From an optimization exercise on the open Yosys and OpenROAD flow, aimed at a short achievable clock period and few clock cycles; shortcuts taken in it are not production practice.
The RTL was checked by simulation tests, not by an equivalence proof against the original design.
Power and IR drop assume default switching activity.

`run.sh`:
```
#!/bin/bash
# synth_recipe.tcl (not shown) runs the flow's synth.tcl, then flattens the netlist and writes it again
# the make line also repeats each setting of config.mk as NAME=value (left out here)
make -C /OpenROAD-flow-scripts/flow DESIGN_CONFIG=/design/flow/config.mk WORK_HOME=/design/flow/orfs CLKGATE_MAP_FILE= SYNTH_SCRIPT=/design/flow/synth_recipe.tcl finish
```
`design.v`:
```
package core_pkg;
   localparam logic [1:0] OpDp  = 2'b00;
   localparam logic [1:0] OpMem = 2'b01;
   localparam logic [1:0] OpBr  = 2'b10;
   localparam logic [3:0] CmdAnd = 4'b0000;
   localparam logic [3:0] CmdSub = 4'b0010;
   localparam logic [3:0] CmdAdd = 4'b0100;
   localparam logic [3:0] CmdCmp = 4'b1010;
   localparam logic [3:0] CmdOrr = 4'b1100;
   localparam logic [3:0] CmdMov = 4'b1101;
   localparam logic [3:0] CondNv = 4'b1111;
   localparam int FlagN = 3;
   localparam int FlagZ = 2;
   localparam int FlagC = 1;
   localparam int FlagV = 0;
   function automatic logic cond_pass(input logic [3:0] cond, input logic [3:0] nzcv);
      logic n, z, c, v, base;
      n = nzcv[FlagN];
      z = nzcv[FlagZ];
      c = nzcv[FlagC];
      v = nzcv[FlagV];
      case (cond[3:1])
         3'b000:  base = z;
         3'b001:  base = c;
         3'b010:  base = n;
         3'b011:  base = v;
         3'b100:  base = c & !z;
         3'b101:  base = (n == v);
         3'b110:  base = !z & (n == v);
         default: base = 1'b1;
      endcase
      cond_pass = (cond[3:1] == 3'b111) ? !cond[0] : (base ^ cond[0]);
   endfunction
endpackage
module core_alu
#(
   parameter int DATA_W = 32
) (
   input  logic              sel_and_i,
   input  logic              sel_orr_i,
   input  logic              sel_mov_i,
   input  logic              sel_sum_i,
   input  logic              sub_i,
   input  logic [DATA_W-1:0] a_i,
   input  logic [DATA_W-1:0] b_i,
   output logic [DATA_W-1:0] result_o,
   output logic [3:0]        nzcv_o
);
   logic [DATA_W:0]   sum;
   logic [DATA_W-1:0] zc, lres;
   logic              carry, ovf, zero;
   core_add #(
      .W(DATA_W)
   ) u_add (
      .a_i   (a_i),
      .b_i   (b_i),
      .cin_i (sub_i),
      .sum_o (sum[DATA_W-1:0]),
      .cout_o(sum[DATA_W])
   );
   assign lres     = ({DATA_W{sel_and_i}} & (a_i & b_i))
                   | ({DATA_W{sel_orr_i}} & (a_i | b_i))
                   | ({DATA_W{sel_mov_i}} & b_i);
   assign result_o = sel_sum_i ? sum[DATA_W-1:0] : lres;
   assign zc       = {a_i[DATA_W-2:0] | b_i[DATA_W-2:0], sub_i};
   assign zero     = sel_sum_i ? (&(~(a_i ^ b_i ^ zc))) : ~|lres;
   assign carry    = sel_sum_i & sum[DATA_W];
   assign ovf      = sel_sum_i & (a_i[DATA_W-1] == b_i[DATA_W-1]) & (sum[DATA_W-1] != a_i[DATA_W-1]);
   assign nzcv_o   = {result_o[DATA_W-1], zero, carry, ovf};
endmodule
module core_add
#(
   parameter int W = 32
) (
   input  logic [W-1:0] a_i,
   input  logic [W-1:0] b_i,
   input  logic         cin_i,
   output logic [W-1:0] sum_o,
   output logic         cout_o
);
   localparam int L = (W >= 32) ? 6 : (W >= 16) ? 5 : (W >= 8) ? 4 : (W >= 4) ? 3 : (W >= 2) ? 2 : 1;
   logic [W:0] g [L+1];
   logic [W:0] p [L+1];
   assign g[0] = {a_i & b_i, cin_i};
   assign p[0] = {a_i ^ b_i, 1'b0};
   for (genvar l = 0; l < L; l++) begin : g_lvl
      for (genvar i = 0; i <= W; i++) begin : g_bit
         if (i >= (1 << l)) begin : g_op
            assign g[l+1][i] = g[l][i] | (p[l][i] & g[l][i-(1<<l)]);
            assign p[l+1][i] = p[l][i] & p[l][i-(1<<l)];
         end else begin : g_pass
            assign g[l+1][i] = g[l][i];
            assign p[l+1][i] = p[l][i];
         end
      end
   end
   assign sum_o  = p[0][W:1] ^ g[L][W-1:0];
   assign cout_o = g[L][W];
endmodule
module multicycle_core
#(
   parameter int DATA_W   = 32,
   parameter int ADDR_W   = 11,
   parameter int RESET_PC = 0
) (
   input  logic              clk_i,
   input  logic              rst_ni,
   input  logic              start_i,
   output logic [ADDR_W-1:0] imem_addr_o,
   input  logic [31:0]       imem_rdata_i,
   output logic              dmem_req_o,
   output logic              dmem_we_o,
   output logic [ADDR_W-1:0] dmem_addr_o,
   output logic [DATA_W-1:0] dmem_wdata_o,
   input  logic [DATA_W-1:0] dmem_rdata_i,
   input  logic              dmem_ack_i,
   output logic [3:0]        flags_o,
   output logic              halted_o,
   input  logic [3:0]        dbg_sel_i,
   output logic [DATA_W-1:0] dbg_data_o
);
   logic              run_q, halted_q;
   logic [DATA_W-1:0] f_pc_q;                  
   logic              d_valid_q, d_use_hold_q;
   logic [31:0]       d_hold_q;
   logic [DATA_W-1:0] d_pc8_q;                 
   logic [3:0]        flags_q;
   logic [DATA_W-1:0] rf_q [15];               
   logic [DATA_W-1:0] r15_q;                   
   logic [15:0]       tkf_q, tkb_q;            
   logic              unk_q;                   
   logic              ex_valid_q, ex_ok_q, ex_mis_q;
   logic              ex_mem_q, ex_halt_q;
   logic              ex_wr_q, ex_setf_q, ex_load_q;
   logic              ex_and_q, ex_orr_q, ex_mov_q, ex_sum_q, ex_sub_q;
   logic [3:0]        ex_rd_q;
   logic [DATA_W-1:0] ex_a_q, ex_b_q, ex_sd_q;
   logic [12:0]       ex_simm_q;
   logic [DATA_W-1:0] ex_alt_q, ex_alt4_q, ex_alt8_q, ex_pc4_q;
   logic              pend_q, mwe_q, ld_wv_q;
   logic [ADDR_W-1:0] maddr_q;
   logic [DATA_W-1:0] mwdata_q;
   logic [3:0]        ld_rd_q;
   logic              q_v_q, q_we_q, q_wv_q;
   logic [ADDR_W-1:0] q_addr_q;
   logic [DATA_W-1:0] q_wdata_q;
   logic [3:0]        q_rd_q;
   logic              ex_v;
   logic [DATA_W-1:0] alu_res;
   logic [3:0]        alu_nzcv;
   logic              ex_wr_now, ex_setf_now, ex_fire, ex_mis, halt_now;
   logic [12:0]       ea;
   assign ex_v = ex_valid_q & !halted_q;
   core_alu #(
      .DATA_W(DATA_W)
   ) u_alu (
      .sel_and_i(ex_and_q),
      .sel_orr_i(ex_orr_q),
      .sel_mov_i(ex_mov_q),
      .sel_sum_i(ex_sum_q),
      .sub_i    (ex_sub_q),
      .a_i      (ex_a_q),
      .b_i      (ex_b_q),
      .result_o (alu_res),
      .nzcv_o   (alu_nzcv)
   );
   assign ex_wr_now   = ex_v & ex_wr_q & ex_ok_q;
   assign ex_setf_now = ex_v & ex_setf_q & ex_ok_q;
   assign ex_fire     = ex_v & ex_mem_q & ex_ok_q;
   assign ex_mis      = ex_v & ex_mis_q;
   assign halt_now    = ex_v & ex_halt_q;
   core_add #(.W(13)) u_ea (
      .a_i   (ex_a_q[12:0]),
      .b_i   (ex_simm_q),
      .cin_i (1'b0),
      .sum_o (ea),
      .cout_o()
   );
   logic [3:0] flags_d;
   assign flags_d = ex_setf_now ? alu_nzcv : flags_q;
   logic ld_ack, ld_we_now, f_wv_eff, q_wv_eff, q_next_v;
   assign ld_ack    = pend_q & dmem_ack_i;
   assign f_wv_eff  = ld_wv_q & !(ex_wr_now & (ex_rd_q == ld_rd_q));
   assign q_wv_eff  = q_wv_q & !(ex_wr_now & (ex_rd_q == q_rd_q));
   assign ld_we_now = ld_ack & f_wv_eff;
   assign q_next_v  = pend_q & ((!dmem_ack_i & (q_v_q | ex_fire)) | (dmem_ack_i & q_v_q & ex_fire));
   logic              dv;
   logic [31:0]       d_ir;
   logic [3:0]        d_cond, d_cmd, d_rn, d_rd, d_rm;
   logic              d_halt, d_dp, d_mem, d_br, d_imm, d_s, d_load, d_cmd_ok, d_sub, d_setf;
   logic [DATA_W-1:0] d_pc4, d_pc8, d_pc12, d_pc16;
   assign dv     = d_valid_q & !halted_q;
   assign d_ir   = d_use_hold_q ? d_hold_q : imem_rdata_i;
   assign d_cond = d_ir[31:28];
   assign d_cmd  = d_ir[24:21];
   assign d_rn   = d_ir[19:16];
   assign d_rd   = d_ir[15:12];
   assign d_rm   = d_ir[3:0];
   assign d_imm  = d_ir[25];
   assign d_s    = d_ir[20];
   assign d_halt = (d_cond == core_pkg::CondNv);
   assign d_dp   = !d_halt & (d_ir[27:26] == core_pkg::OpDp);
   assign d_mem  = !d_halt & (d_ir[27:26] == core_pkg::OpMem);
   assign d_br   = !d_use_hold_q & (imem_rdata_i[31:28] != core_pkg::CondNv) &
                   (imem_rdata_i[27:26] == core_pkg::OpBr);
   assign d_load = d_s;
   assign d_cmd_ok = (d_cmd == core_pkg::CmdAnd) | (d_cmd == core_pkg::CmdSub) |
                     (d_cmd == core_pkg::CmdAdd) | (d_cmd == core_pkg::CmdOrr) |
                     (d_cmd == core_pkg::CmdMov) | (d_cmd == core_pkg::CmdCmp);
   assign d_sub  = (d_cmd == core_pkg::CmdSub) | (d_cmd == core_pkg::CmdCmp);
   assign d_setf = d_dp & d_cmd_ok & (d_s | (d_cmd == core_pkg::CmdCmp));
   assign d_pc8  = d_pc8_q;
   assign d_pc4  = d_pc8_q - DATA_W'(4);
   logic use_rn, use_rm, use_rd;
   assign use_rn = (d_dp & d_cmd_ok & (d_cmd != core_pkg::CmdMov)) | d_mem;
   assign use_rm = d_dp & d_cmd_ok & !d_imm;
   assign use_rd = d_mem & !d_load;
   function automatic logic [DATA_W-1:0] rd_fwd(
      input logic [3:0] r, input logic [DATA_W-1:0] pc8, input logic exw, input logic [3:0] exr,
      input logic [DATA_W-1:0] exv, input logic ldw, input logic [3:0] ldr,
      input logic [DATA_W-1:0] ldv, input logic [DATA_W-1:0] rfv);
      if (r == 4'hF) rd_fwd = pc8;
      else if (exw && (exr == r)) rd_fwd = exv;
      else if (ldw && (ldr == r)) rd_fwd = ldv;
      else rd_fwd = rfv;
   endfunction
   logic [DATA_W-1:0] rn_rf, rm_rf, rd_rf;
   assign rn_rf = (d_rn == 4'hF) ? '0 : rf_q[d_rn];
   assign rm_rf = (d_rm == 4'hF) ? '0 : rf_q[d_rm];
   assign rd_rf = (d_rd == 4'hF) ? '0 : rf_q[d_rd];
   logic [DATA_W-1:0] rn_val, rm_val, rd_val, op2;
   assign rn_val = rd_fwd(d_rn, d_pc8, ex_wr_now, ex_rd_q, alu_res, ld_we_now, ld_rd_q, dmem_rdata_i, rn_rf);
   assign rm_val = rd_fwd(d_rm, d_pc8, ex_wr_now, ex_rd_q, alu_res, ld_we_now, ld_rd_q, dmem_rdata_i, rm_rf);
   assign rd_val = rd_fwd(d_rd, d_pc8, ex_wr_now, ex_rd_q, alu_res, ld_we_now, ld_rd_q, dmem_rdata_i, rd_rf);
   assign op2    = d_imm ? {{(DATA_W-8){1'b0}}, d_ir[7:0]} : rm_val;
   logic ld_busy, q_ld, ld_fire_now, haz_ld, haz_port, stall;
   assign ld_busy     = pend_q & ld_wv_q & !dmem_ack_i;
   assign q_ld        = q_v_q & q_wv_q;
   assign ld_fire_now = ex_fire & ex_load_q & (ex_rd_q != 4'hF);
   assign haz_ld = (ld_busy & ((use_rn & (d_rn == ld_rd_q)) | (use_rm & (d_rm == ld_rd_q)) |
                               (use_rd & (d_rd == ld_rd_q)))) |
                   (q_ld & ((use_rn & (d_rn == q_rd_q)) | (use_rm & (d_rm == q_rd_q)) |
                            (use_rd & (d_rd == q_rd_q)))) |
                   (ld_fire_now & ((use_rn & (d_rn == ex_rd_q)) | (use_rm & (d_rm == ex_rd_q)) |
                                   (use_rd & (d_rd == ex_rd_q))));
   assign haz_port = (d_mem & q_next_v) |
                     (d_halt & (ex_fire | (pend_q & (!dmem_ack_i | q_v_q))));
   assign stall    = dv & !ex_mis & (haz_ld | haz_port);
   logic go_ex;
   assign go_ex = dv & !stall & !ex_mis & !halt_now;
   logic d_ok;
   assign d_ok = core_pkg::cond_pass(d_cond, flags_d);
   logic              d_take, d_redir, d_chk;
   logic [DATA_W-1:0] br_off, d_tgt, d_tgt4, d_tgt8;
   logic [ADDR_W-1:0] d_tgt_w;
   assign d_take  = imem_rdata_i[23] ? tkb_q[imem_rdata_i[31:28]] : tkf_q[imem_rdata_i[31:28]];
   assign d_redir = dv & d_br & d_take;
   assign d_chk   = d_br & unk_q & (d_cond != 4'hE);
   assign br_off  = {{(DATA_W-26){imem_rdata_i[23]}}, imem_rdata_i[23:0], 2'b00};
   assign d_pc12  = d_pc8_q + DATA_W'(4);
   assign d_pc16  = d_pc8_q + DATA_W'(8);
   core_add #(.W(DATA_W)) u_tgt  (.a_i(d_pc8),  .b_i(br_off), .cin_i(1'b0), .sum_o(d_tgt),  .cout_o());
   core_add #(.W(DATA_W)) u_tgt4 (.a_i(d_pc12), .b_i(br_off), .cin_i(1'b0), .sum_o(d_tgt4), .cout_o());
   core_add #(.W(DATA_W)) u_tgt8 (.a_i(d_pc16), .b_i(br_off), .cin_i(1'b0), .sum_o(d_tgt8), .cout_o());
   core_add #(.W(ADDR_W)) u_tgtw (.a_i(d_pc8[ADDR_W+1:2]), .b_i(imem_rdata_i[ADDR_W-1:0]), .cin_i(1'b0),
                                  .sum_o(d_tgt_w), .cout_o());
   logic        nx_unk;
   logic [15:0] tkf_d, tkb_d;
   assign nx_unk = go_ex & d_setf & d_ok;
   always_comb begin
      for (int c = 0; c < 16; c++) begin
         tkf_d[c] = core_pkg::cond_pass(4'(c), flags_d) & (!nx_unk | (c == 14));
         tkb_d[c] = core_pkg::cond_pass(4'(c), flags_d) | nx_unk;
      end
   end
   logic [DATA_W-1:0] fetch_pc8, f_pc_d;
   logic [ADDR_W-1:0] base_addr;
   assign base_addr   = ex_mis ? ex_alt_q[ADDR_W+1:2] : f_pc_q[ADDR_W+1:2];
   assign imem_addr_o = (d_redir & !ex_mis) ? d_tgt_w : base_addr;
   always_comb begin
      if (ex_mis) begin
         fetch_pc8 = ex_alt8_q;
         f_pc_d    = ex_alt4_q;
      end else if (d_redir) begin
         fetch_pc8 = d_tgt8;
         f_pc_d    = d_tgt4;
      end else begin
         fetch_pc8 = f_pc_q + DATA_W'(8);
         f_pc_d    = f_pc_q + DATA_W'(4);
      end
   end
   logic advance;
   assign advance = (run_q | start_i) & !halted_q & !halt_now & !stall;
   always_ff @(posedge clk_i or negedge rst_ni) begin
      if (!rst_ni) begin
         run_q        <= 1'b0;
         halted_q     <= 1'b0;
         f_pc_q       <= DATA_W'(RESET_PC);
         d_valid_q    <= 1'b0;
         d_use_hold_q <= 1'b0;
         d_hold_q     <= '0;
         d_pc8_q      <= '0;
         flags_q      <= '0;
         r15_q        <= '0;
         tkf_q        <= '0;
         tkb_q        <= '0;
         unk_q        <= 1'b0;
         ex_valid_q   <= 1'b0;
         ex_ok_q      <= 1'b0;
         ex_mis_q     <= 1'b0;
         ex_mem_q     <= 1'b0;
         ex_halt_q    <= 1'b0;
         ex_wr_q      <= 1'b0;
         ex_setf_q    <= 1'b0;
         ex_load_q    <= 1'b0;
         ex_and_q     <= 1'b0;
         ex_orr_q     <= 1'b0;
         ex_mov_q     <= 1'b0;
         ex_sum_q     <= 1'b0;
         ex_sub_q     <= 1'b0;
         ex_rd_q      <= '0;
         ex_a_q       <= '0;
         ex_b_q       <= '0;
         ex_sd_q      <= '0;
         ex_simm_q    <= '0;
         ex_alt_q     <= '0;
         ex_alt4_q    <= '0;
         ex_alt8_q    <= '0;
         ex_pc4_q     <= '0;
         pend_q       <= 1'b0;
         mwe_q        <= 1'b0;
         ld_wv_q      <= 1'b0;
         maddr_q      <= '0;
         mwdata_q     <= '0;
         ld_rd_q      <= '0;
         q_v_q        <= 1'b0;
         q_we_q       <= 1'b0;
         q_wv_q       <= 1'b0;
         q_addr_q     <= '0;
         q_wdata_q    <= '0;
         q_rd_q       <= '0;
         for (int i = 0; i < 15; i++) rf_q[i] <= '0;
      end else begin
         if (start_i) run_q <= 1'b1;
         if (halt_now) begin
            halted_q <= 1'b1;
            r15_q    <= ex_pc4_q;
         end
         if (advance) begin
            f_pc_q  <= f_pc_d;
            d_pc8_q <= fetch_pc8;
         end
         d_valid_q    <= (run_q | start_i) & !halted_q & !halt_now;
         d_use_hold_q <= stall;
         d_hold_q     <= d_ir;
         tkf_q        <= tkf_d;
         tkb_q        <= tkb_d;
         unk_q        <= nx_unk;
         ex_valid_q <= go_ex;
         ex_ok_q    <= d_ok;
         ex_mis_q   <= go_ex & d_chk & (d_ok != d_ir[23]);
         ex_mem_q   <= d_mem;
         ex_halt_q  <= d_halt;
         ex_wr_q    <= d_dp & d_cmd_ok & (d_cmd != core_pkg::CmdCmp) & (d_rd != 4'hF);
         ex_setf_q  <= d_setf;
         ex_load_q  <= d_load;
         ex_and_q   <= (d_cmd == core_pkg::CmdAnd);
         ex_orr_q   <= (d_cmd == core_pkg::CmdOrr);
         ex_mov_q   <= (d_cmd == core_pkg::CmdMov);
         ex_sum_q   <= (d_cmd == core_pkg::CmdAdd) | d_sub;
         ex_sub_q   <= d_sub;
         ex_rd_q    <= d_rd;
         ex_a_q     <= rn_val;
         ex_b_q     <= d_sub ? ~op2 : op2;
         ex_sd_q    <= rd_val;
         ex_simm_q  <= d_ir[23] ? {1'b0, d_ir[11:0]} : (13'd0 - {1'b0, d_ir[11:0]});
         ex_alt_q   <= d_ir[23] ? d_pc4 : d_tgt;
         ex_alt4_q  <= d_ir[23] ? d_pc8 : d_tgt4;
         ex_alt8_q  <= d_ir[23] ? d_pc12 : d_tgt8;
         ex_pc4_q   <= d_pc4;
         flags_q <= flags_d;
         for (int i = 0; i < 15; i++) begin
            if (ex_wr_now && (ex_rd_q == 4'(i))) rf_q[i] <= alu_res;
            else if (ld_we_now && (ld_rd_q == 4'(i))) rf_q[i] <= dmem_rdata_i;
         end
         q_wv_q <= q_wv_eff;
         if (!pend_q || ld_ack) begin
            if (q_v_q) begin
               mwe_q    <= q_we_q;
               maddr_q  <= q_addr_q;
               mwdata_q <= q_wdata_q;
               ld_rd_q  <= q_rd_q;
               ld_wv_q  <= q_wv_eff;
            end else begin
               mwe_q    <= !ex_load_q;
               maddr_q  <= ea[ADDR_W+1:2];
               mwdata_q <= ex_sd_q;
               ld_rd_q  <= ex_rd_q;
               ld_wv_q  <= ex_fire & ex_load_q & (ex_rd_q != 4'hF);
            end
            pend_q <= q_v_q | ex_fire;
            q_v_q  <= q_v_q & ex_fire;
         end else begin
            ld_wv_q <= f_wv_eff;
            q_v_q   <= q_v_q | ex_fire;
         end
         if (q_v_q ? (ld_ack & ex_fire) : (pend_q & !ld_ack & ex_fire)) begin
            q_we_q    <= !ex_load_q;
            q_addr_q  <= ea[ADDR_W+1:2];
            q_wdata_q <= ex_sd_q;
            q_rd_q    <= ex_rd_q;
            q_wv_q    <= ex_load_q & (ex_rd_q != 4'hF);
         end
      end
   end
   assign dmem_req_o   = pend_q | ex_fire;
   assign dmem_we_o    = pend_q ? mwe_q : !ex_load_q;
   assign dmem_addr_o  = pend_q ? maddr_q : ea[ADDR_W+1:2];
   assign dmem_wdata_o = pend_q ? mwdata_q : ex_sd_q;
   assign flags_o      = flags_q;
   assign halted_o     = halted_q | halt_now;
   logic [DATA_W-1:0] r15_dbg;
   assign r15_dbg    = halt_now ? ex_pc4_q : r15_q;
   assign dbg_data_o = (dbg_sel_i == 4'hF) ? r15_dbg : rf_q[dbg_sel_i];
endmodule
```
`constraint.sdc`:
```
create_clock -name core_clock -period 6.5 [get_ports {clk_i}]
set_input_delay 1.3000 -clock core_clock [delete_from_list [all_inputs] [get_ports {clk_i}]]
set_output_delay 1.3000 -clock core_clock [all_outputs]
set_load 0.01 [all_outputs]
```
`config.mk`:
```
export PLATFORM = sky130hd
export DESIGN_NAME = multicycle_core
export DESIGN_NICKNAME = multicycle_core
export VERILOG_FILES = /design/flow/design.v
export SDC_FILE = /design/flow/constraint.sdc
export NUM_CORES = 4
export LEC_CHECK = 0
export CAP_MARGIN = 20
export CORE_MARGIN = 2
export CORE_UTILIZATION = 40
export SETUP_SLACK_MARGIN = 2.5
export SLEW_MARGIN = 20
```
==> reports/qor.yml, run 1 <==
status:
  status: "complete, no violations"
synth:
  synth_commonest_cells: "968 x dfrtp_1, 793 x a22oi_1, 609 x nand2_1, 580 x o21ai_0, 572 x clkbuf_1"
  netlist_instances: 7386
  ys.flop_type: "dfrtp_1"
  synth_edf_count: 0
  avgSynthCellArea_um2: 8.55
  synthArstFlopShare_pct: 100
  ys_warn_count: 11
  ys_seq_area_share_pct: 38.3
  synth.cell_area_mm2: 0.0632
  synth-seq-cells: 968
  yosysUniqueCellTypes: 83
  synth_area_leaders: "dfrtp_1 38%, a22oi_1 9.4%, o21ai_0 4.6%, a21oi_1 4.2%, nand2_1 3.6%"
  syn_nets: 7615
  yosys.cell_count.top_type: "dfrtp_1"
  synth_top_area_share_pct: 38.3
  yosys.area.top_type: "dfrtp_1"
clocking:
  numCtsBuffers: 114
  root_buffer: "clkbuf_16"
  ctsHoldBuffers: 0
  htreeDepth: 3
  clk_latency_ns: 0.80
  cts.sinks: 968
  clk_pin_slew_ns: 0.06
  clk_path_buf_depth: 3
  cts_tree: "built"
drt:
  vias: 74392
  first_iter_violations: 14129
  drc: 0
  wl_mm: 439
  viasPerCell: 7.35
  route.antenna.remaining_nets: 0
  drtPass1Iterations: 22
  avgRoutedWirePerCell_um: 43.4
place:
  place_hpwl_mm: 294
  place_congestion: 1.09
  portBuffers: 164
  place_area_mm2: 0.0706
  dp_worst_setup_slack_ns: 0.484
power_and_ir_drop:
  p_per_area_mw_per_mm2: 329
  power_mw: 26.9
  leakage_nw: 33.7
  irDropWorstVdd_mv: 0.236
finish:
  area_growth_pct: 29.3
  layout-drive-gt1-share_pct: 23.7
  post-route-cell-area_mm2: 0.0817
  layout.nets: 8163
hold_path:
  hold_path.class: "reg -> reg"
sta:
  fin_crit_sh_pct: 74.7
  worst_slew_margin_rel_pct: 17.7
  setup_ws_ns: 1.64
  fin_skew_ns: 0.0401
  hold_viol: 0
  fin_tns_setup_ns: 0
  min_period_ns: 4.86
  setup_viol: 0
  max_freq_ghz: 0.206
  worst_pin_slew_ns: 1.23
  slew_violations: 0
  grt_setup_unrepaired: "true"
setup_path:
  arrival_ns: 3.56
  crit_chain: "ha_4 > a31o_4 > a21oi_4 > o21bai_4 > a21oi_2 > buf_6 > nor2b_4 > o41ai_4 > nor2_2 > a2111oi_4 > buf_4 > o21bai_4 > xnor2_4 > mux2i_1 > buf_2"
  critPathKind: "reg -> out"
  startpoint_type: "flip-flop"
  critPathMaxFanout: 3
  slowest_stage: "dfrtp_2"
  endpoint_kind: "primary output"
  crit_required_ns: 5.20
  slowest_delay_ns: 0.44
  cp_common_cell: "o21bai_4"
global_route:
  grt_pass1_wl_mm: 585
  track_usage_pct: 52.0
  grt_max_degree: 162
  first_global_vias: 68898
  grt_overflow: 0
  antenna_found_initial: 38
flow_run:
  max_cap_violations: 0
floorplanning:
  coreArea_mm2: 0.157
  die-area_mm2: 0.161
  dieWidth_um: 401
  rows: 145
  dieHeight_um: 401
  start_util_pct: 40.4
  ios: 165
[stage by stage]
stage | std cells | util, % | hold WS [ns]
2_1_floorplan | 7386 | - | 0.411
3_3_place_gp | 9476 | 45.0 | 0.425
3_5_place_dp | 9477 | 45.1 | 0.447
4_1_cts | 9924 | 50.1 | 0.460
5_1_grt | 10092 | 52.1 | 0.492
6_report | 10124 | 52.2 | 0.456
[routing by layer]
layer | global-route usage (%) | wire length, um | up-vias | part of all wire (%)
met5 | 2.29 | 708 | - | 0.16
met4 | 41.2 | 45300 | 28 | 10
met3 | 24.7 | 64000 | 2270 | 15
met2 | 71.0 | 172000 | 6720 | 39
met1 | 61.9 | 157000 | 36503 | 36
li1 | - | - | 28871 | -
[cells in the final DEF (no fill, tap or decap), drive strengths merged, types with 195 or more instances in the layout]
cell type,netlist,final
inv,194,195
o22ai,265,265
nand2,609,612
dfrtp,968,968
nor2,559,559
a22oi,793,793
buf,108,994
o21ai,584,584
xnor2,214,214
a21oi,536,536
[repair_timing]
item | 4_1_cts | 5_1_grt
pin swaps | 143 | 217
endpoints found under the hold margin | 0 | 0
setup buffers | 230 | 150
resized for setup | 624 | 418
endpoints found under the setup margin | 480 | 378
cloned | 8 | 9
[sequential cells by signal, summed over array words and instances, names as in the netlist, 28 cells and up]
register / flops
ex_sd_q: 32
d_hold_q: 28
ex_alt4_q: 30
d_pc8_q: 32
r15_q: 32
rf_q: 480
q_wdata_q: 32
mwdata_q: 32
ex_alt8_q: 30
ex_b_q: 32
f_pc_q: 32
ex_a_q: 32
ex_pc4_q: 32
[layout make-up]
type	instances	area, um2
fillers	14510	74900
repair buffers	1107	10900
clock buffers	160	3340
inverters	196	752
clock inverters	49	668
flip-flops and latches	968	24300
well taps	2058	2570
diodes	39	97.6
multi-input cells	5547	39100
[report_power, final]
part / switching (mW) / total (mW) / internal (mW)
Combinational: 6.85 / 11.3 / 4.43
Clock: 2.99 / 7.05 / 4.06
Sequential: 1.44 / 8.58 / 7.14
Total: 11.3 / 26.9 / 15.6
[critical path, delay by kind of cell (launching register included)]
family	cells	cell delay [ns]
AO/OA/AOI/OAI	7	1.20
buffers and inverters	3	0.47
flip-flops	1	0.44
adder cells (fa/ha/maj)	1	0.23
AND/OR/NAND/NOR	2	0.15
XOR/XNOR	1	0.14
multiplexers	1	0.13
[path summary, 6_finish.rpt]
check,startpoint,to,slack [ns],depth (start not counted)
min in group asynchronous,rst_ni,rf_q[14][20]$_DFFE_PN0P_,0.51,1
max in group asynchronous,rst_ni,ex_a_q[7]$_DFF_PN0_,4.45,2
setup / recovery,ex_a_q[1]$_DFF_PN0_,dmem_addr_o[10],1.64,15
setup reg to reg,d_pc8_q[3]$_DFFE_PN0P_,d_pc8_q[31]$_DFFE_PN0P_,2.05,25
hold reg to reg,run_q$_DFFE_PN0P_,run_q$_DFFE_PN0P_,0.46,2
hold / removal,run_q$_DFFE_PN0P_,run_q$_DFFE_PN0P_,0.46,2
[logic make-up (layout without fill, tap and decap cells)]
kind of cell	after synthesis	count (layout)	share of synthesized area, %
xor gates and xnor gates	348	348	4.82
and+or+nand+nor	1883	1887	13.6
AOI/OAI and AO/OA	2890	2890	30.2
adders and majority gates	157	157	3.16
other	1	40	0.00594
muxes	263	264	4.56
buffers and inverters	876	1512	5.30
DFF	968	968	38.3
Testbench counts, summed over its fixed seeds: cycles 36,715.
==> run 2: changes to the inputs <==
--- a/design.v
+++ b/design.v
@@ -126,16 +126,17 @@
    logic [DATA_W-1:0] d_pc8_q;                 
    logic [3:0]        flags_q;
    logic [DATA_W-1:0] rf_q [15];               
-   logic [DATA_W-1:0] r15_q;                   
-   logic [15:0]       tkf_q, tkb_q;            
-   logic              unk_q;                   
+   logic [15:0]       tkf_q;                   
+   logic [15:0]       unk_q;                   
    logic              ex_valid_q, ex_ok_q, ex_mis_q;
    logic              ex_mem_q, ex_halt_q;
    logic              ex_wr_q, ex_setf_q, ex_load_q;
    logic              ex_and_q, ex_orr_q, ex_mov_q, ex_sum_q, ex_sub_q;
    logic [3:0]        ex_rd_q;
    logic [DATA_W-1:0] ex_a_q, ex_b_q, ex_sd_q;
-   logic [12:0]       ex_simm_q;
+   logic [3:0]        ex_ealo_q;
+   logic              ex_eac_q;
+   logic [6:0]        ex_eabh_q, ex_eash_q;
    logic [DATA_W-1:0] ex_alt_q, ex_alt4_q, ex_alt8_q, ex_pc4_q;
    logic              pend_q, mwe_q, ld_wv_q;
    logic [ADDR_W-1:0] maddr_q;
@@ -169,13 +170,9 @@
    assign ex_fire     = ex_v & ex_mem_q & ex_ok_q;
    assign ex_mis      = ex_v & ex_mis_q;
    assign halt_now    = ex_v & ex_halt_q;
-   core_add #(.W(13)) u_ea (
-      .a_i   (ex_a_q[12:0]),
-      .b_i   (ex_simm_q),
-      .cin_i (1'b0),
-      .sum_o (ea),
-      .cout_o()
-   );
+   logic [6:0] ea_hi;
+   core_add #(.W(7)) u_eahi (.a_i(ex_eabh_q), .b_i(ex_eash_q), .cin_i(ex_eac_q), .sum_o(ea_hi), .cout_o());
+   assign ea          = {ea_hi, ex_ealo_q, 2'b00};
    logic [3:0] flags_d;
    assign flags_d = ex_setf_now ? alu_nzcv : flags_q;
    logic ld_ack, ld_we_now, f_wv_eff, q_wv_eff, q_next_v;
@@ -188,7 +185,7 @@
    logic [31:0]       d_ir;
    logic [3:0]        d_cond, d_cmd, d_rn, d_rd, d_rm;
    logic              d_halt, d_dp, d_mem, d_br, d_imm, d_s, d_load, d_cmd_ok, d_sub, d_setf;
-   logic [DATA_W-1:0] d_pc4, d_pc8, d_pc12, d_pc16;
+   logic [DATA_W-1:0] d_pc4, d_pc8;
    assign dv     = d_valid_q & !halted_q;
    assign d_ir   = d_use_hold_q ? d_hold_q : imem_rdata_i;
    assign d_cond = d_ir[31:28];
@@ -201,8 +198,7 @@
    assign d_halt = (d_cond == core_pkg::CondNv);
    assign d_dp   = !d_halt & (d_ir[27:26] == core_pkg::OpDp);
    assign d_mem  = !d_halt & (d_ir[27:26] == core_pkg::OpMem);
-   assign d_br   = !d_use_hold_q & (imem_rdata_i[31:28] != core_pkg::CondNv) &
-                   (imem_rdata_i[27:26] == core_pkg::OpBr);
+   assign d_br   = !d_use_hold_q & (imem_rdata_i[27:26] == core_pkg::OpBr);
    assign d_load = d_s;
    assign d_cmd_ok = (d_cmd == core_pkg::CmdAnd) | (d_cmd == core_pkg::CmdSub) |
                      (d_cmd == core_pkg::CmdAdd) | (d_cmd == core_pkg::CmdOrr) |
@@ -210,7 +206,9 @@
    assign d_sub  = (d_cmd == core_pkg::CmdSub) | (d_cmd == core_pkg::CmdCmp);
    assign d_setf = d_dp & d_cmd_ok & (d_s | (d_cmd == core_pkg::CmdCmp));
    assign d_pc8  = d_pc8_q;
-   assign d_pc4  = d_pc8_q - DATA_W'(4);
+   core_add #(.W(DATA_W-2)) u_pc4 (.a_i(d_pc8_q[DATA_W-1:2]), .b_i({(DATA_W-2){1'b1}}), .cin_i(1'b0),
+                                   .sum_o(d_pc4[DATA_W-1:2]), .cout_o());
+   assign d_pc4[1:0]  = d_pc8_q[1:0];
    logic use_rn, use_rm, use_rd;
    assign use_rn = (d_dp & d_cmd_ok & (d_cmd != core_pkg::CmdMov)) | d_mem;
    assign use_rm = d_dp & d_cmd_ok & !d_imm;
@@ -243,40 +241,98 @@
                             (use_rd & (d_rd == q_rd_q)))) |
                    (ld_fire_now & ((use_rn & (d_rn == ex_rd_q)) | (use_rm & (d_rm == ex_rd_q)) |
                                    (use_rd & (d_rd == ex_rd_q))));
+   logic haz_base;
+   assign haz_base = d_mem & (d_rn != 4'hF) & ex_wr_now & (ex_rd_q == d_rn);
    assign haz_port = (d_mem & q_next_v) |
                      (d_halt & (ex_fire | (pend_q & (!dmem_ack_i | q_v_q))));
-   assign stall    = dv & !ex_mis & (haz_ld | haz_port);
+   assign stall    = dv & !ex_mis & (haz_ld | haz_port | haz_base);
+   logic [DATA_W-1:0] d_base;
+   logic [12:0]       d_simm;
+   logic [5:0]        d_ealo;
+   logic              d_eac;
+   assign d_base = (d_rn == 4'hF) ? d_pc8 :
+                   (ld_we_now && (ld_rd_q == d_rn)) ? dmem_rdata_i : rn_rf;
+   assign d_simm = d_ir[23] ? {1'b0, d_ir[11:0]} : ~{1'b0, d_ir[11:0]};
+   core_add #(.W(6)) u_ealo (.a_i(d_base[5:0]), .b_i(d_simm[5:0]), .cin_i(!d_ir[23]),
+                             .sum_o(d_ealo), .cout_o(d_eac));
    logic go_ex;
    assign go_ex = dv & !stall & !ex_mis & !halt_now;
    logic d_ok;
    assign d_ok = core_pkg::cond_pass(d_cond, flags_d);
    logic              d_take, d_redir, d_chk;
+   logic       d_short, lo_c;
+   logic [4:0] lo_s;
+   logic [5:0] hi_pc, hi_p1, hi_m1, hi_sel;
    logic [DATA_W-1:0] br_off, d_tgt, d_tgt4, d_tgt8;
    logic [ADDR_W-1:0] d_tgt_w;
-   assign d_take  = imem_rdata_i[23] ? tkb_q[imem_rdata_i[31:28]] : tkf_q[imem_rdata_i[31:28]];
-   assign d_redir = dv & d_br & d_take;
-   assign d_chk   = d_br & unk_q & (d_cond != 4'hE);
+   function automatic logic sel16(input logic [15:0] t, input logic [3:0] c);
+      logic [3:0] m;
+      for (int g = 0; g < 4; g++) m[g] = t[4*g + c[1:0]];
+      sel16 = m[c[3:2]];
+   endfunction
+   assign d_take  = sel16(tkf_q, imem_rdata_i[31:28]);
+   assign d_redir = (imem_rdata_i[27:26] == core_pkg::OpBr) & d_take & d_short;
+   assign d_chk   = d_br & !d_halt & (unk_q[d_cond] | !d_short);
    assign br_off  = {{(DATA_W-26){imem_rdata_i[23]}}, imem_rdata_i[23:0], 2'b00};
-   assign d_pc12  = d_pc8_q + DATA_W'(4);
-   assign d_pc16  = d_pc8_q + DATA_W'(8);
-   core_add #(.W(DATA_W)) u_tgt  (.a_i(d_pc8),  .b_i(br_off), .cin_i(1'b0), .sum_o(d_tgt),  .cout_o());
-   core_add #(.W(DATA_W)) u_tgt4 (.a_i(d_pc12), .b_i(br_off), .cin_i(1'b0), .sum_o(d_tgt4), .cout_o());
-   core_add #(.W(DATA_W)) u_tgt8 (.a_i(d_pc16), .b_i(br_off), .cin_i(1'b0), .sum_o(d_tgt8), .cout_o());
-   core_add #(.W(ADDR_W)) u_tgtw (.a_i(d_pc8[ADDR_W+1:2]), .b_i(imem_rdata_i[ADDR_W-1:0]), .cin_i(1'b0),
-                                  .sum_o(d_tgt_w), .cout_o());
-   logic        nx_unk;
-   logic [15:0] tkf_d, tkb_d;
-   assign nx_unk = go_ex & d_setf & d_ok;
+   core_add #(.W(DATA_W-2)) u_tgt  (.a_i(d_pc8[DATA_W-1:2]), .b_i(br_off[DATA_W-1:2]), .cin_i(1'b0),
+                                    .sum_o(d_tgt[DATA_W-1:2]), .cout_o());
+   core_add #(.W(DATA_W-2)) u_tgt4 (.a_i(d_pc8[DATA_W-1:2]), .b_i(br_off[DATA_W-1:2]), .cin_i(1'b1),
+                                    .sum_o(d_tgt4[DATA_W-1:2]), .cout_o());
+   logic [DATA_W-3:0] t8s, t8c;
+   assign t8s = d_pc8[DATA_W-1:2] ^ br_off[DATA_W-1:2] ^ (DATA_W-2)'(2);
+   assign t8c = {(d_pc8[DATA_W-2:2] & br_off[DATA_W-2:2]) |
+                 ({{(DATA_W-4){1'b0}}, 2'b10} & (d_pc8[DATA_W-2:2] | br_off[DATA_W-2:2])), 1'b0};
+   core_add #(.W(DATA_W-2)) u_tgt8 (.a_i(t8s), .b_i(t8c), .cin_i(1'b0),
+                                    .sum_o(d_tgt8[DATA_W-1:2]), .cout_o());
+   assign d_tgt[1:0]  = d_pc8_q[1:0];
+   assign d_tgt4[1:0] = d_pc8_q[1:0];
+   assign d_tgt8[1:0] = d_pc8_q[1:0];
+   assign d_short = (imem_rdata_i[10:4] == {7{imem_rdata_i[4]}});
+   assign {lo_c, lo_s} = {1'b0, d_pc8[6:2]} + {1'b0, imem_rdata_i[4:0]};
+   assign hi_pc  = d_pc8[12:7];
+   assign hi_p1  = hi_pc + 6'd1;
+   assign hi_m1  = hi_pc - 6'd1;
+   assign hi_sel = lo_c ? (imem_rdata_i[4] ? hi_pc : hi_p1) : (imem_rdata_i[4] ? hi_m1 : hi_pc);
+   assign d_tgt_w = {hi_sel, lo_s};
+   logic              rn_fwd, fz_ok, fz, fn, d_logic;
+   logic [DATA_W-1:0] za, zk;
+   logic [7:0]        imm8;
+   assign imm8    = d_ir[7:0];
+   assign rn_fwd  = (d_rn != 4'hF) & ((ex_wr_now & (ex_rd_q == d_rn)) | (ld_we_now & (ld_rd_q == d_rn)));
+   assign fz_ok   = d_imm & !rn_fwd;
+   assign za      = (d_rn == 4'hF) ? d_pc8 : rn_rf;
+   assign zk      = d_sub ? {{(DATA_W-8){1'b0}}, imm8} : (DATA_W'(0) - {{(DATA_W-8){1'b0}}, imm8});
+   assign d_logic = (d_cmd == core_pkg::CmdAnd) | (d_cmd == core_pkg::CmdOrr) | (d_cmd == core_pkg::CmdMov);
+   always_comb begin
+      case (d_cmd)
+         core_pkg::CmdAnd: begin fz = ~|(za[7:0] & imm8);     fn = 1'b0; end
+         core_pkg::CmdOrr: begin fz = ~|za & ~|imm8;          fn = za[DATA_W-1]; end
+         core_pkg::CmdMov: begin fz = ~|imm8;                 fn = 1'b0; end
+         default:          begin fz = (za == zk);             fn = 1'b0; end
+      endcase
+   end
+   logic        nx_set;
+   logic [3:0]  f_new;
+   logic [15:0] tkf_d, unk_d;
+   assign nx_set = go_ex & d_setf & d_ok;
+   assign f_new  = {fn, fz, 2'b00};
    always_comb begin
       for (int c = 0; c < 16; c++) begin
-         tkf_d[c] = core_pkg::cond_pass(4'(c), flags_d) & (!nx_unk | (c == 14));
-         tkb_d[c] = core_pkg::cond_pass(4'(c), flags_d) | nx_unk;
+         unk_d[c] = nx_set & (c < 14) & !(fz_ok & (d_logic | (c < 2)));
+         tkf_d[c] = nx_set ? (!unk_d[c] & core_pkg::cond_pass(4'(c), f_new))
+                           : core_pkg::cond_pass(4'(c), flags_d);
       end
    end
-   logic [DATA_W-1:0] fetch_pc8, f_pc_d;
+   logic [DATA_W-1:0] fetch_pc8, f_pc_d, f_pc4, f_pc8;
+   core_add #(.W(DATA_W-2)) u_fpc4 (.a_i(f_pc_q[DATA_W-1:2]), .b_i('0), .cin_i(1'b1),
+                                    .sum_o(f_pc4[DATA_W-1:2]), .cout_o());
+   core_add #(.W(DATA_W-2)) u_fpc8 (.a_i(f_pc_q[DATA_W-1:2]), .b_i((DATA_W-2)'(1)), .cin_i(1'b1),
+                                    .sum_o(f_pc8[DATA_W-1:2]), .cout_o());
+   assign f_pc4[1:0] = f_pc_q[1:0];
+   assign f_pc8[1:0] = f_pc_q[1:0];
    logic [ADDR_W-1:0] base_addr;
    assign base_addr   = ex_mis ? ex_alt_q[ADDR_W+1:2] : f_pc_q[ADDR_W+1:2];
-   assign imem_addr_o = (d_redir & !ex_mis) ? d_tgt_w : base_addr;
+   assign imem_addr_o = d_redir ? d_tgt_w : base_addr;
    always_comb begin
       if (ex_mis) begin
          fetch_pc8 = ex_alt8_q;
@@ -285,10 +341,13 @@
          fetch_pc8 = d_tgt8;
          f_pc_d    = d_tgt4;
       end else begin
-         fetch_pc8 = f_pc_q + DATA_W'(8);
-         f_pc_d    = f_pc_q + DATA_W'(4);
+         fetch_pc8 = f_pc8;
+         f_pc_d    = f_pc4;
       end
    end
+   logic d_redir_ok;
+   assign d_redir_ok = (run_q | start_i) & !halted_q & !halt_now & !stall &
+                       !(go_ex & d_chk & d_ok);
    logic advance;
    assign advance = (run_q | start_i) & !halted_q & !halt_now & !stall;
    always_ff @(posedge clk_i or negedge rst_ni) begin
@@ -301,10 +360,8 @@
          d_hold_q     <= '0;
          d_pc8_q      <= '0;
          flags_q      <= '0;
-         r15_q        <= '0;
          tkf_q        <= '0;
-         tkb_q        <= '0;
-         unk_q        <= 1'b0;
+         unk_q        <= '0;
          ex_valid_q   <= 1'b0;
          ex_ok_q      <= 1'b0;
          ex_mis_q     <= 1'b0;
@@ -322,7 +379,10 @@
          ex_a_q       <= '0;
          ex_b_q       <= '0;
          ex_sd_q      <= '0;
-         ex_simm_q    <= '0;
+         ex_ealo_q    <= '0;
+         ex_eac_q     <= 1'b0;
+         ex_eabh_q    <= '0;
+         ex_eash_q    <= '0;
          ex_alt_q     <= '0;
          ex_alt4_q    <= '0;
          ex_alt8_q    <= '0;
@@ -344,7 +404,6 @@
          if (start_i) run_q <= 1'b1;
          if (halt_now) begin
             halted_q <= 1'b1;
-            r15_q    <= ex_pc4_q;
          end
          if (advance) begin
             f_pc_q  <= f_pc_d;
@@ -353,12 +412,11 @@
          d_valid_q    <= (run_q | start_i) & !halted_q & !halt_now;
          d_use_hold_q <= stall;
          d_hold_q     <= d_ir;
-         tkf_q        <= tkf_d;
-         tkb_q        <= tkb_d;
-         unk_q        <= nx_unk;
+         tkf_q        <= tkf_d & {16{d_redir_ok}};
+         unk_q        <= unk_d;
          ex_valid_q <= go_ex;
          ex_ok_q    <= d_ok;
-         ex_mis_q   <= go_ex & d_chk & (d_ok != d_ir[23]);
+         ex_mis_q   <= go_ex & d_chk & d_ok;
          ex_mem_q   <= d_mem;
          ex_halt_q  <= d_halt;
          ex_wr_q    <= d_dp & d_cmd_ok & (d_cmd != core_pkg::CmdCmp) & (d_rd != 4'hF);
@@ -373,11 +431,14 @@
          ex_a_q     <= rn_val;
          ex_b_q     <= d_sub ? ~op2 : op2;
          ex_sd_q    <= rd_val;
-         ex_simm_q  <= d_ir[23] ? {1'b0, d_ir[11:0]} : (13'd0 - {1'b0, d_ir[11:0]});
-         ex_alt_q   <= d_ir[23] ? d_pc4 : d_tgt;
-         ex_alt4_q  <= d_ir[23] ? d_pc8 : d_tgt4;
-         ex_alt8_q  <= d_ir[23] ? d_pc12 : d_tgt8;
-         ex_pc4_q   <= d_pc4;
+         ex_ealo_q  <= d_ealo[5:2];
+         ex_eac_q   <= d_eac;
+         ex_eabh_q  <= d_base[12:6];
+         ex_eash_q  <= d_simm[12:6];
+         ex_alt_q   <= d_tgt;
+         ex_alt4_q  <= d_tgt4;
+         ex_alt8_q  <= d_tgt8;
+         if (!halted_q && !halt_now) ex_pc4_q <= d_pc4;
          flags_q <= flags_d;
          for (int i = 0; i < 15; i++) begin
             if (ex_wr_now && (ex_rd_q == 4'(i))) rf_q[i] <= alu_res;
@@ -420,6 +481,16 @@
    assign flags_o      = flags_q;
    assign halted_o     = halted_q | halt_now;
    logic [DATA_W-1:0] r15_dbg;
-   assign r15_dbg    = halt_now ? ex_pc4_q : r15_q;
-   assign dbg_data_o = (dbg_sel_i == 4'hF) ? r15_dbg : rf_q[dbg_sel_i];
+   logic [DATA_W-1:0] dbg_grp [4];
+   assign r15_dbg = ex_pc4_q;
+   always_comb begin
+      for (int g = 0; g < 3; g++) dbg_grp[g] = rf_q[4*g + dbg_sel_i[1:0]];
+      case (dbg_sel_i[1:0])
+         2'd0:    dbg_grp[3] = rf_q[12];
+         2'd1:    dbg_grp[3] = rf_q[13];
+         2'd2:    dbg_grp[3] = rf_q[14];
+         default: dbg_grp[3] = r15_dbg;
+      endcase
+      dbg_data_o = dbg_grp[dbg_sel_i[3:2]];
+   end
 endmodule
==> reports/qor.yml, run 2 <==
synth:
  synth_area_leaders: "dfrtp_1 36%, mux4_2 5.7%, a22oi_1 5.6%, nand2_1 5.0%, mux2i_1 4.8%"  # was dfrtp_1 38%, a22oi_1 9.4%, o21ai_0 4.6%, a21oi_1 4.2%, nand2_1 3.6%
  avgSynthCellArea_um2: 8.87  # was 8.55 um2
  synth_top_area_share_pct: 35.9  # was 38.3%
  ys_warn_count: 17  # was 11
  synth-seq-cells: 932  # was 968
  yosysUniqueCellTypes: 100  # was 83
  syn_nets: 7569  # was 7615
  ys_seq_area_share_pct: 35.9  # was 38.3%
  yosys.cell_count.top_type: "dfrtp_1"  # unchanged
  synth_edf_count: 0  # unchanged
  yosys.area.top_type: "dfrtp_1"  # unchanged
  synth.cell_area_mm2: 0.0650  # was 0.0632 mm2
  ys.flop_type: "dfrtp_1"  # unchanged
  synthArstFlopShare_pct: 100  # unchanged
  netlist_instances: 7322  # was 7386
  synth_commonest_cells: "932 x dfrtp_1, 864 x nand2_1, 620 x o21ai_0, 566 x clkbuf_1, 495 x nor2_1"  # was 968 x dfrtp_1, 793 x a22oi_1, 609 x nand2_1, 580 x o21ai_0, 572 x clkbuf_1
setup_path:
  r2r_start: "d_use_hold_q$_DFF_PN0_"  # was d_pc8_q[3]$_DFFE_PN0P_
  endpoint: "imem_addr_o[9]"  # was dmem_addr_o[10]
  arrival_ns: 3.31  # was 3.56 ns
  critPathLaunch: "imem_rdata_i[28]"  # was ex_a_q[1]$_DFF_PN0_
  r2r_cells: 17  # was 25
  reg2reg_to: "ex_b_q[23]$_DFF_PN0_"  # was d_pc8_q[31]$_DFFE_PN0P_
  endpoint_kind: "primary output"  # unchanged
  critPathMaxFanout: 6  # was 3
  crit_required_ns: 5.20  # about the same
  critPathKind: "in -> out"  # was reg -> out
  startpoint_type: "input port"  # was flip-flop
  ff2ff_setup_slack_ns: 2.08  # was 2.05 ns
drt:
  wl_mm: 414  # was 439 mm
  avgRoutedWirePerCell_um: 41.1  # was 43.4 um
  viasPerCell: 7.46  # was 7.35
  route.antenna.remaining_nets: 0  # unchanged
  drtPass1Iterations: 15  # was 22
  first_iter_violations: 15861  # was 14129
  vias: 75090  # was 74392
  drc: 0  # unchanged
floorplanning:
  rows: 147  # was 145
  start_util_pct: 40.4  # about the same
  die-area_mm2: 0.166  # was 0.161 mm2
  ios: 165  # unchanged
  dieHeight_um: 407  # was 401 um
  dieWidth_um: 407  # was 401 um
  coreArea_mm2: 0.161  # was 0.157 mm2
place:
  dp_cells: 9431  # was 9477
  portBuffers: 164  # unchanged
  place_congestion: 1.16  # was 1.09
  place_hpwl_mm: 276  # was 294 mm
global_route:
  grt_pass1_wl_mm: 558  # was 585 mm
  antenna_found_initial: 57  # was 38
  grt_max_degree: 164  # was 162
  first_global_vias: 68088  # was 68898
  track_usage_pct: 48.3  # was 52.0%
  grt_overflow: 0  # unchanged
clocking:
  ctsHoldBuffers: 0  # unchanged
  htreeDepth: 3  # unchanged
  root_buffer: "clkbuf_16"  # unchanged
  clk_path_buf_depth: 3  # unchanged
  numCtsBuffers: 112  # was 114
  cts_tree: "built"  # unchanged
  clk_pin_slew_ns: 0.06  # about the same
  cts.sinks: 932  # was 968
  clk_latency_ns: 0.84  # was 0.80 ns
power_and_ir_drop:
  leakage_nw: 32.2  # was 33.7 nW
  p_per_area_mw_per_mm2: 310  # was 329 mW/mm2
  irDropWorstVdd_mv: 0.305  # was 0.236 mV
hold_path:
  hold_path.class: "reg -> reg"  # unchanged
sta:
  worst_pin_slew_ns: 1.35  # was 1.23 ns
  hold_viol: 0  # unchanged
  fin_skew_ns: 0.0660  # was 0.0401 ns
  fin_crit_sh_pct: 70.9  # was 74.7%
  worst_slew_margin_rel_pct: 9.71  # was 17.7%
  max_freq_ghz: 0.217  # was 0.206 GHz
  grt_setup_unrepaired: "true"  # unchanged
  setup_viol: 0  # unchanged
  fin_tns_setup_ns: 0  # unchanged
  min_period_ns: 4.61  # was 4.86 ns
  slew_violations: 0  # unchanged
finish:
  layout-drive-gt1-share_pct: 24.0  # was 23.7%
  area_growth_pct: 26.8  # was 29.3%
  largest_reg_flops: 480  # unchanged
  layout_common_cells: "912 x dfrtp_1, 843 x nand2_1, 613 x buf_4, 568 x o21ai_0, 484 x a22oi_1"  # was 945 x dfrtp_1, 790 x a22oi_1, 710 x buf_4, 566 x nand2_1, 520 x o21ai_0
  final_common_cell: "dfrtp_1"  # unchanged
  finish.utilization_pct: 51.2  # was 52.2%
  layout.nets: 7993  # was 8163
  layout.cells.non_filler: 10060  # was 10124
  largest-register: "rf_q"  # unchanged
status:
  status: "complete, no violations"  # unchanged
flow_run:
  max_cap_violations: 0  # unchanged
run 2: changes by cell type after synthesis, moves of 42 or more:
cell,before,now
a222oi_1,89,41
a31oi_1,51,94
nand2_1,609,864
a22oi_1,793,488
a211oi_1,123,64
nand4_1,169,111
inv_1,192,147
nor2_1,559,495
xor2_1,134,92
o22ai_1,265,216
a21oi_1,536,473
nand3_1,185,124
mux4_2,7,165
mux2i_1,132,313
run 2: cell families (layout without fill, tap and decap cells):
kind of cell	count (synthesis)	in the layout	share of synthesized area, %
other cells	0	55	0
xor+xnor	315	315	4.25
compound gates	2515	2515	25.2
buf+inv	838	1357	4.97
flops	932	932	35.9
simple gates	1950	1954	13.3
fa+ha+maj	175	175	3.72
mux	597	597	12.6
run 2: per-layer routing:
| metal | vias to the layer above | part of all wire, % | track usage [%] |
|---|---|---|---|
| li1 | 28272 | - | - |
| met4 | 53 | 11 | 38.6 |
| met5 | - | 0.26 | 4.01 |
| met3 | 2698 | 16 | 26.2 |
| met2 | 7608 | 38 | 64.0 |
| met1 | 36459 | 34 | 56.8 |
run 2: how the worst min path moves through the flow:
stage	start	slack, ns	end	depth (start not counted)
after floorplan	d_pc8_q[0]$_DFFE_PN0P_	0.35	ex_alt8_q[0]$_DFF_PN0_	0
after global placement	mwdata_q[7]$_DFFE_PN0N_	0.45	mwdata_q[7]$_DFFE_PN0N_	2
after detailed placement	mwdata_q[19]$_DFFE_PN0N_	0.47	mwdata_q[19]$_DFFE_PN0N_	2
after CTS	ex_alt8_q[23]$_DFF_PN0_	0.46	d_pc8_q[23]$_DFFE_PN0P_	2
after global routing	ex_alt8_q[23]$_DFF_PN0_	0.47	d_pc8_q[23]$_DFFE_PN0P_	2
final	ex_alt8_q[23]$_DFF_PN0_	0.46	d_pc8_q[23]$_DFFE_PN0P_	2
run 2: per-stage QoR:
step           worst slack (ns)  power [mW]  cell area, um2  hold WS [ns]
3_3_place_gp              0.127        16.5           71600         0.455
4_1_cts                    1.92        24.2           79400         0.456
6_report                   1.89        25.5           82400         0.455
5_1_grt                    1.85        26.2           82300         0.468
2_1_floorplan              1.80        12.8           65700         0.352
3_5_place_dp             0.0953        16.6           71700         0.469
run 2: cell type report:
type                            count  area, um2
Clock inverter                     59        801
Sequential cell                   932      23400
Multi-Input combinational cell   5556      41500
Timing Repair Buffer              984      10100
Fill cell                       14736      78600
Tap cell                         2160       2700
Timing Repair inverter              1       7.51
Clock buffer                      154       3190
Antenna cell                       55        138
Inverter                          159        639
run 2: report_power, final:
| part | total (mW) | internal, mW | switching [mW] |
|---|---|---|---|
| Combinational | 10.2 | 4.10 | 6.06 |
| Sequential | 8.41 | 6.81 | 1.60 |
| Clock | 6.94 | 3.95 | 2.99 |
run 2: worst max-delay path: stages:
cell      delay [ns]
buf_12          0.09
mux4_2          0.50
mux4_2          0.50
nand4b_1        0.15
buf_6           0.18
buf_12          0.18
nor3_4          0.05
a31oi_2         0.18
buf_2           0.16
run 2: repair_timing:
item                                    4_1_cts  5_1_grt
setup buffers                               175      148
endpoints found under the setup margin      357      224
pin swaps                                   116      170
cloned                                       26       11
resized for setup                           627      338
Testbench counts of run 2, summed over its fixed seeds: cycles 35,861.
==> run 3: changes to the inputs <==
--- a/design.v
+++ b/design.v
@@ -126,6 +126,7 @@
    logic [DATA_W-1:0] d_pc8_q;                 
    logic [3:0]        flags_q;
    logic [DATA_W-1:0] rf_q [15];               
+   logic [14:0]       rf_hz_q, rf_ho_q;        
    logic [15:0]       tkf_q;                   
    logic [15:0]       unk_q;                   
    logic              ex_valid_q, ex_ok_q, ex_mis_q;
@@ -294,21 +295,24 @@
    assign hi_m1  = hi_pc - 6'd1;
    assign hi_sel = lo_c ? (imem_rdata_i[4] ? hi_pc : hi_p1) : (imem_rdata_i[4] ? hi_m1 : hi_pc);
    assign d_tgt_w = {hi_sel, lo_s};
-   logic              rn_fwd, fz_ok, fz, fn, d_logic;
-   logic [DATA_W-1:0] za, zk;
-   logic [7:0]        imm8;
+   logic              rn_fwd, fz_ok, fz, fn, d_logic, za_hz, za_ho, hi_ok;
+   logic [DATA_W-1:0] za;
+   logic [7:0]        imm8, lowk;
    assign imm8    = d_ir[7:0];
    assign rn_fwd  = (d_rn != 4'hF) & ((ex_wr_now & (ex_rd_q == d_rn)) | (ld_we_now & (ld_rd_q == d_rn)));
    assign fz_ok   = d_imm & !rn_fwd;
    assign za      = (d_rn == 4'hF) ? d_pc8 : rn_rf;
-   assign zk      = d_sub ? {{(DATA_W-8){1'b0}}, imm8} : (DATA_W'(0) - {{(DATA_W-8){1'b0}}, imm8});
+   assign za_hz   = (d_rn == 4'hF) ? ~|d_pc8[DATA_W-1:8] : rf_hz_q[d_rn];
+   assign za_ho   = (d_rn == 4'hF) ? &d_pc8[DATA_W-1:8] : rf_ho_q[d_rn];
+   assign lowk    = d_sub ? imm8 : (8'd0 - imm8);
+   assign hi_ok   = (d_sub || (imm8 == 8'd0)) ? za_hz : za_ho;
    assign d_logic = (d_cmd == core_pkg::CmdAnd) | (d_cmd == core_pkg::CmdOrr) | (d_cmd == core_pkg::CmdMov);
    always_comb begin
       case (d_cmd)
-         core_pkg::CmdAnd: begin fz = ~|(za[7:0] & imm8);     fn = 1'b0; end
-         core_pkg::CmdOrr: begin fz = ~|za & ~|imm8;          fn = za[DATA_W-1]; end
-         core_pkg::CmdMov: begin fz = ~|imm8;                 fn = 1'b0; end
-         default:          begin fz = (za == zk);             fn = 1'b0; end
+         core_pkg::CmdAnd: begin fz = ~|(za[7:0] & imm8);             fn = 1'b0; end
+         core_pkg::CmdOrr: begin fz = za_hz & ~|za[7:0] & ~|imm8;     fn = za[DATA_W-1]; end
+         core_pkg::CmdMov: begin fz = ~|imm8;                         fn = 1'b0; end
+         default:          begin fz = hi_ok & (za[7:0] == lowk);      fn = 1'b0; end
       endcase
    end
    logic        nx_set;
@@ -400,6 +404,8 @@
          q_wdata_q    <= '0;
          q_rd_q       <= '0;
          for (int i = 0; i < 15; i++) rf_q[i] <= '0;
+         rf_hz_q      <= '1;
+         rf_ho_q      <= '0;
       end else begin
          if (start_i) run_q <= 1'b1;
          if (halt_now) begin
@@ -441,8 +447,15 @@
          if (!halted_q && !halt_now) ex_pc4_q <= d_pc4;
          flags_q <= flags_d;
          for (int i = 0; i < 15; i++) begin
-            if (ex_wr_now && (ex_rd_q == 4'(i))) rf_q[i] <= alu_res;
-            else if (ld_we_now && (ld_rd_q == 4'(i))) rf_q[i] <= dmem_rdata_i;
+            if (ex_wr_now && (ex_rd_q == 4'(i))) begin
+               rf_q[i]    <= alu_res;
+               rf_hz_q[i] <= ~|alu_res[DATA_W-1:8];
+               rf_ho_q[i] <= &alu_res[DATA_W-1:8];
+            end else if (ld_we_now && (ld_rd_q == 4'(i))) begin
+               rf_q[i]    <= dmem_rdata_i;
+               rf_hz_q[i] <= ~|dmem_rdata_i[DATA_W-1:8];
+               rf_ho_q[i] <= &dmem_rdata_i[DATA_W-1:8];
+            end
          end
          q_wv_q <= q_wv_eff;
          if (!pend_q || ld_ack) begin
--- a/config.mk
+++ b/config.mk
@@ -5,8 +5,8 @@
 export SDC_FILE = /design/flow/constraint.sdc
 export NUM_CORES = 4
 export LEC_CHECK = 0
-export CAP_MARGIN = 20
+export CAP_MARGIN = 40
 export CORE_MARGIN = 2
 export CORE_UTILIZATION = 40
 export SETUP_SLACK_MARGIN = 2.5
-export SLEW_MARGIN = 20
+export SLEW_MARGIN = 40
==> reports/qor.yml, run 3 <==
sta:
  fin_tns_setup_ns: 0  # unchanged
  fin_crit_sh_pct: 69.4  # was 70.9%
  setup_viol: 0  # unchanged
  max_freq_ghz: 0.222  # was 0.217 GHz
  grt_setup_unrepaired: "true"  # unchanged
  slew_violations: 0  # unchanged
  worst_pin_slew_ns: 1.02  # was 1.35 ns
  fin_skew_ns: 0.119  # was 0.0660 ns
  min_period_ns: 4.51  # was 4.61 ns
  hold_viol: 0  # unchanged
  worst_slew_margin_rel_pct: 31.6  # was 9.71%
  setup_ws_ns: 1.99  # was 1.89 ns
setup_path:
  startpoint_type: "input port"  # unchanged
  crit_required_ns: 5.20  # about the same
  critPathKind: "in -> out"  # unchanged
  arrival_ns: 3.21  # was 3.31 ns
  endpoint_kind: "primary output"  # unchanged
  critPathMaxFanout: 6  # unchanged
power_and_ir_drop:
  leakage_nw: 32.1  # was 32.2 nW
  irDropWorstVdd_mv: 0.262  # was 0.305 mV
  p_per_area_mw_per_mm2: 316  # was 310 mW/mm2
  power_mw: 26.0  # was 25.5 mW
clocking:
  clk_latency_ns: 0.89  # was 0.84 ns
  numCtsBuffers: 114  # was 112
  cts_tree: "built"  # unchanged
  htreeDepth: 3  # unchanged
  clk_pin_slew_ns: 0.06  # about the same
  cts.sinks: 962  # was 932
  ctsHoldBuffers: 0  # unchanged
  clk_path_buf_depth: 3  # unchanged
  root_buffer: "clkbuf_16"  # unchanged
synth:
  synth_area_leaders: "dfrtp_1 36%, a22oi_1 7.1%, mux4_2 5.8%, o21ai_0 4.4%, a21oi_1 4.1%"  # was dfrtp_1 36%, mux4_2 5.7%, a22oi_1 5.6%, nand2_1 5.0%, mux2i_1 4.8%
  ys.flop_type: "dfrtp_1"  # unchanged
  yosys.area.top_type: "dfrtp_1"  # unchanged
  ys_warn_count: 17  # unchanged
  synth_commonest_cells: "947 x dfrtp_1, 650 x nand2_1, 621 x a22oi_1, 612 x clkbuf_1, 572 x o21ai_0"  # was 932 x dfrtp_1, 864 x nand2_1, 620 x o21ai_0, 566 x clkbuf_1, 495 x nor2_1
  synthArstFlopShare_pct: 100  # unchanged
  yosys.cell_count.top_type: "dfrtp_1"  # unchanged
  syn_nets: 7517  # was 7569
  netlist_instances: 7270  # was 7322
  avgSynthCellArea_um2: 9.00  # was 8.87 um2
  synth_top_area_share_pct: 36.2  # was 35.9%
  yosysUniqueCellTypes: 106  # was 100
  synth-seq-cells: 962  # was 932
  ys_seq_area_share_pct: 36.8  # was 35.9%
  synth.cell_area_mm2: 0.0654  # was 0.0650 mm2
  synth_edf_count: 0  # unchanged
drt:
  wl_mm: 411  # was 414 mm
  vias: 73713  # was 75090
  drtPass1Iterations: 20  # was 15
  route.antenna.remaining_nets: 0  # unchanged
  avgRoutedWirePerCell_um: 41.6  # was 41.1 um
  viasPerCell: 7.46  # about the same
  first_iter_violations: 15424  # was 15861
  drc: 0  # unchanged
global_route:
  grt_max_degree: 133  # was 164
  grt_pass1_wl_mm: 558  # about the same
  antenna_found_initial: 50  # was 57
  first_global_vias: 67881  # was 68088
  track_usage_pct: 47.5  # was 48.3%
  grt_overflow: 0  # unchanged
floorplanning:
  dieWidth_um: 408  # was 407 um
  die-area_mm2: 0.167  # was 0.166 mm2
  rows: 148  # was 147
  ios: 165  # unchanged
  coreArea_mm2: 0.163  # was 0.161 mm2
  dieHeight_um: 408  # was 407 um
  start_util_pct: 40.3  # was 40.4%
finish:
  layout-drive-gt1-share_pct: 24.3  # was 24.0%
  fill_cells: 14813  # was 14736
  layout.cells.non_filler: 9884  # was 10060
  largest-register: "rf_q"  # unchanged
  area_growth_pct: 25.8  # was 26.8%
  seqCellArea_mm2: 0.0241  # was 0.0234 mm2
  layout_common_cells: "930 x dfrtp_1, 621 x nand2_1, 620 x a22oi_1, 533 x o21ai_0, 505 x a21oi_1"  # was 912 x dfrtp_1, 843 x nand2_1, 613 x buf_4, 568 x o21ai_0, 484 x a22oi_1
  layout.nets: 7814  # was 7993
  largest_reg_flops: 480  # unchanged
  multi_input_comb_area_mm2: 0.0414  # was 0.0415 mm2
  final_common_cell: "dfrtp_1"  # unchanged
  finish.utilization_pct: 50.6  # was 51.2%
place:
  place_congestion: 1.09  # was 1.16
  portBuffers: 164  # unchanged
  place_hpwl_mm: 261  # was 276 mm
  dp_worst_setup_slack_ns: 0.476  # was 0.0953 ns
  dp_cells: 9282  # was 9431
flow_run:
  max_cap_violations: 0  # unchanged
status:
  status: "complete, no violations"  # unchanged
hold_path:
  hold_path.class: "in -> async"  # was reg -> reg
==> run 3: routing by layer <==
metal,global-route usage [%],wire [um],share of wire (%),vias up
met5,3.19,770,0.19,-
met4,36.9,44100,11,29
met3,27.4,68800,17,2532
met2,62.3,157000,38,7367
met1,56.0,140000,34,35799
li1,-,-,-,27986
==> run 3: repair_timing <==
action / in CTS / in global routing
endpoints found under the hold margin: 0 / 0
buffers inserted: 196 / 96
pin swaps: 118 / 119
cloned: 36 / 6
setup endpoints to repair: 374 / 277
resized for setup: 671 / 289
==> run 3: critical path: stages <==
cell and delay, ns:
buf_12 0.08, clkinvlp_4 0.09, ha_4 0.29, a21oi_4 0.06, nor2_4 0.11, nor2_4 0.05, o21bai_4 0.14, buf_6 0.12
buf_8 0.12, nand4_1 0.18, o41ai_4 0.12, xor2_1 0.18, nor2_1 0.08, a31oi_2 0.14, buf_2 0.15
==> run 3: final timing paths <==
check | from | cells past startpoint | slack [ns] | to
worst max-delay path | imem_rdata_i[1] | 15 | 1.99 | imem_addr_o[8]
worst min-delay path | rst_ni | 1 | 0.33 | f_pc_q[5]$_DFFE_PN0P_
worst max register to register | ex_b_q[0]$_DFF_PN0_ | 17 | 2.24 | rf_hz_q[14]$_DFFE_PN1P_
worst min register to register | mwdata_q[0]$_DFFE_PN0N_ | 2 | 0.48 | mwdata_q[0]$_DFFE_PN0N_
max in group asynchronous | rst_ni | 3 | 4.61 | rf_q[4][24]$_DFFE_PN0P_
min in group core_clock | mwdata_q[0]$_DFFE_PN0N_ | 2 | 0.48 | mwdata_q[0]$_DFFE_PN0N_
==> run 3: logic make-up (layout without fill, tap and decap cells) <==
kind of cell,Yosys count,in the layout,share of synthesized area (%)
compound gates,2653,2653,26.5
simple gates,1798,1810,12.4
flops,962,962,36.8
buf+inv,864,1243,5.11
mux,500,500,11.3
xor+xnor,317,317,4.24
fa+ha+maj,176,176,3.71
other cells,0,48,0
==> run 3: through the flow <==
step	area, um2	hold WS (ns)
4_1_cts	79600	0.481
2_1_floorplan	66000	0.417
6_report	82300	0.327
3_5_place_dp	71400	0.468
5_1_grt	82200	0.319
3_3_place_gp	71000	0.456
==> run 3: power by group <==
| group | switching (mW) | leakage, nW | internal (mW) | total [mW] |
|---|---|---|---|---|
| Combinational | 6.45 | 19.9 | 4.08 | 10.5 |
| Clock | 3.03 | 1.93 | 4.02 | 7.05 |
| Sequential | 1.38 | 10.2 | 7.02 | 8.40 |
| Total | 10.9 | 32.1 | 15.1 | 26.0 |
==> run 3: final cells by class <==
| cell class | instances | share of cell area, % |
|---|---|---|
| tap | 2175 | 3.31 |
| multi-input combinational | 5456 | 50.3 |
| timing repair buffer | 876 | 11.4 |
| antenna | 48 | 0.146 |
| clock buffer | 156 | 3.91 |
| clock inverter | 54 | 0.882 |
| inverter | 157 | 0.754 |
| sequential | 962 | 29.3 |
Testbench counts of run 3, summed over its fixed seeds: cycles 35,861.

[re-timing with driven ports]
The results above use ideal ports. As a check the final layouts listed here were re-extracted and re-timed, cells and wires unchanged. Step 1 sets driving cells, clkbuf_16 on the clock port and buf_2 on the other inputs (assumed; they add their load-dependent delay and slew). Step 2 also shifts input and output timing later by t, the mid clock arrival at the registers, as if the neighbouring blocks saw the same clock. Three values: ideal, step 1, step 2; two values: the first two.
run	shift t [ns]	slack for setup (ns)	cell pins on the clock port's net
run 1	0.873	1.644 / 1.551 / 1.574	1
run 2	0.896	1.889 / 1.372 / 1.134	1
run 3	0.917	1.991 / 1.723 / 1.291	1
After both steps setup and hold are still met in every run listed. The setup slack of run 2, which loses most, moves by -0.517 ns with the drivers and by -0.755 ns with both steps.
